Context: an optimization exercise on an open-source flow, tuned for small area. The choices shown serve that exercise and are no tape-out recipe.

== lane 1 ==
==> flow/design.v (excerpt) <==
module alu_seq
#(
  parameter int XLEN = 64
) (
  input  logic            clk,
  input  logic            rst_n,
  input  logic            in_valid,
  output logic            in_ready,
  input  logic [diablo_alu_pkg::ALU_OP_W-1:0] in_op,
  input  logic [XLEN-1:0] in_a,
  input  logic [XLEN-1:0] in_b,
  output logic            out_valid,
  input  logic            out_ready,
  output logic [XLEN-1:0] out_result,
  output logic            out_err
);
  localparam int SHW = $clog2(XLEN);
  localparam logic [1:0] S_PRE = 2'd0, S_P0 = 2'd1, S_P1 = 2'd2, S_P2 = 2'd3;
  logic            r_ov;
  logic [1:0]      r_st;
  logic [SHW-1:0]  r_k;
  logic            r_abit;
  logic            r_lt;
  logic            r_pbit;
  logic [XLEN-1:0] r_acc;
  logic [XLEN-1:0] r_q;
  logic            r_psgn;
  logic            r_f1;
  logic            r_f2;
  logic            r_err;
  diablo_alu_pkg::alu_op_e w_op;
  logic w_p0, w_p1, w_p2, w_first, w_lastk, w_last, w_done;
  logic w_add, w_sub_op, w_logic, w_shift, w_mul, w_cmp, w_isdiv, w_two;
  logic w_signed, w_rem, w_sa, w_bn, w_negq, w_e, w_e63, w_sub, w_bk, w_diff, w_lt, w_lbit;
  logic [SHW-1:0]  w_kn;
  logic            w_knl, w_hold;
  logic            w_bitin, w_yen, w_yinv, w_y64, w_cin;
  logic [XLEN:0]   w_sum;
  assign w_op     = diablo_alu_pkg::alu_op_e'(in_op);
  assign w_add    = (w_op == diablo_alu_pkg::ALU_ADD);
  assign w_sub_op = (w_op == diablo_alu_pkg::ALU_SUB);
  assign w_logic  = (w_op == diablo_alu_pkg::ALU_AND) || (w_op == diablo_alu_pkg::ALU_OR) ||
                    (w_op == diablo_alu_pkg::ALU_XOR);
  assign w_shift  = (w_op == diablo_alu_pkg::ALU_SLL) || (w_op == diablo_alu_pkg::ALU_SRL) ||
                    (w_op == diablo_alu_pkg::ALU_SRA);
  assign w_cmp    = (w_op == diablo_alu_pkg::ALU_SLT) || (w_op == diablo_alu_pkg::ALU_SLTU);
  assign w_mul    = (w_op == diablo_alu_pkg::ALU_MUL);
  ...
For scale: ~740 cells after synthesis, ~140 flip-flops, roughly 200 I/O pins.
clock: 10.0 ns
lec_check: 0
cap_margin: 20
core_margin: 2
core_utilization: 40
slew_margin: 20
synth_hierarchical: 1
standard.sh (not shown) runs the stock make flow with config.mk's settings and CLKGATE_MAP_FILE= SYNTH_SCRIPT=/design/flow/synth_recipe.tcl, a recipe that flattens the netlist after the stock synthesis.
==> flow/flow/run.sh <==
#!/bin/bash
# Layout of alu_seq: the standard flow (standard.sh, all steps unchanged), with the port
# buffers that global placement inserts on every input and output made of the smallest buffer
# cell, sky130_fd_sc_hd__buf_1, in place of the flow's default choice. Each tool's output is kept
# in a log of its own here; ORFS also keeps per-step logs under orfs/logs.
set -euo pipefail
export BUFFER_PORTS_ARGS="-buffer_cell sky130_fd_sc_hd__buf_1"
export CTS_ARGS="-sink_clustering_enable -repair_clock_nets -dont_use_dummy_load -buf_list {sky130_fd_sc_hd__clkbuf_4 sky130_fd_sc_hd__clkbuf_8} -root_buf sky130_fd_sc_hd__clkbuf_8 -sink_clustering_size 12 -sink_clustering_max_diameter 60"
bash standard.sh > standard.log 2>&1
The following lists how lane 2 was set up differently from lane 1:
--- a/flow/flow/run.sh
+++ b/flow/flow/run.sh
@@ -7,3 +7,3 @@
 export BUFFER_PORTS_ARGS="-buffer_cell sky130_fd_sc_hd__buf_1"
-export CTS_ARGS="-sink_clustering_enable -repair_clock_nets -dont_use_dummy_load -buf_list {sky130_fd_sc_hd__clkbuf_4 sky130_fd_sc_hd__clkbuf_8} -root_buf sky130_fd_sc_hd__clkbuf_8 -sink_clustering_size 12 -sink_clustering_max_diameter 60"
+export CTS_ARGS="-sink_clustering_enable -sink_clustering_levels 2 -repair_clock_nets -dont_use_dummy_load -buf_list {sky130_fd_sc_hd__clkbuf_4 sky130_fd_sc_hd__clkbuf_8} -root_buf sky130_fd_sc_hd__clkbuf_8 -sink_clustering_size 40 -sink_clustering_max_diameter 300"
 bash standard.sh > standard.log 2>&1
--- outcome ---
Reported for lane 1 and lane 2, number of multi-input logic gates turned out identical to the last digit.
Compared lane 1 against lane 2; count of distinct cell types in the synthesized netlist within noise.
From lane 2 to lane 1, final number of max-transition violations did not move at all.
No run of this note included a check of the RTL's function; only the layout flow was run.

==> what the ideal ports hide <==
The flow's constraints put no driver on any port. The routed layouts listed below were extracted and timed again, unchanged, in two steps. Step 1, drivers: a clkbuf_16 drives clk and a buf_2 each remaining input, both assumed. Step 2 moves the port delays by t, midway between the first and last clock arrival at a register: inputs arrive t later, outputs are due t later. That takes back most of the time a late clock gives input paths. Three values: ideal, step 1, step 2; two values: the first two.
run | t, ns | setup WS [ns] | worst register clock-pin slew, ns | worst data-port slew with drivers (ns) | pins driven straight from the clock port
lane 1 | 0.461 | 0.564 / 0.565 / 0.105 | 0.08 / 0.08 | 0.07 | 1
lane 2 | 0.461 | 0.564 / 0.565 / 0.105 | 0.08 / 0.08 | 0.07 | 1
After both steps setup and hold are still met in every run listed.
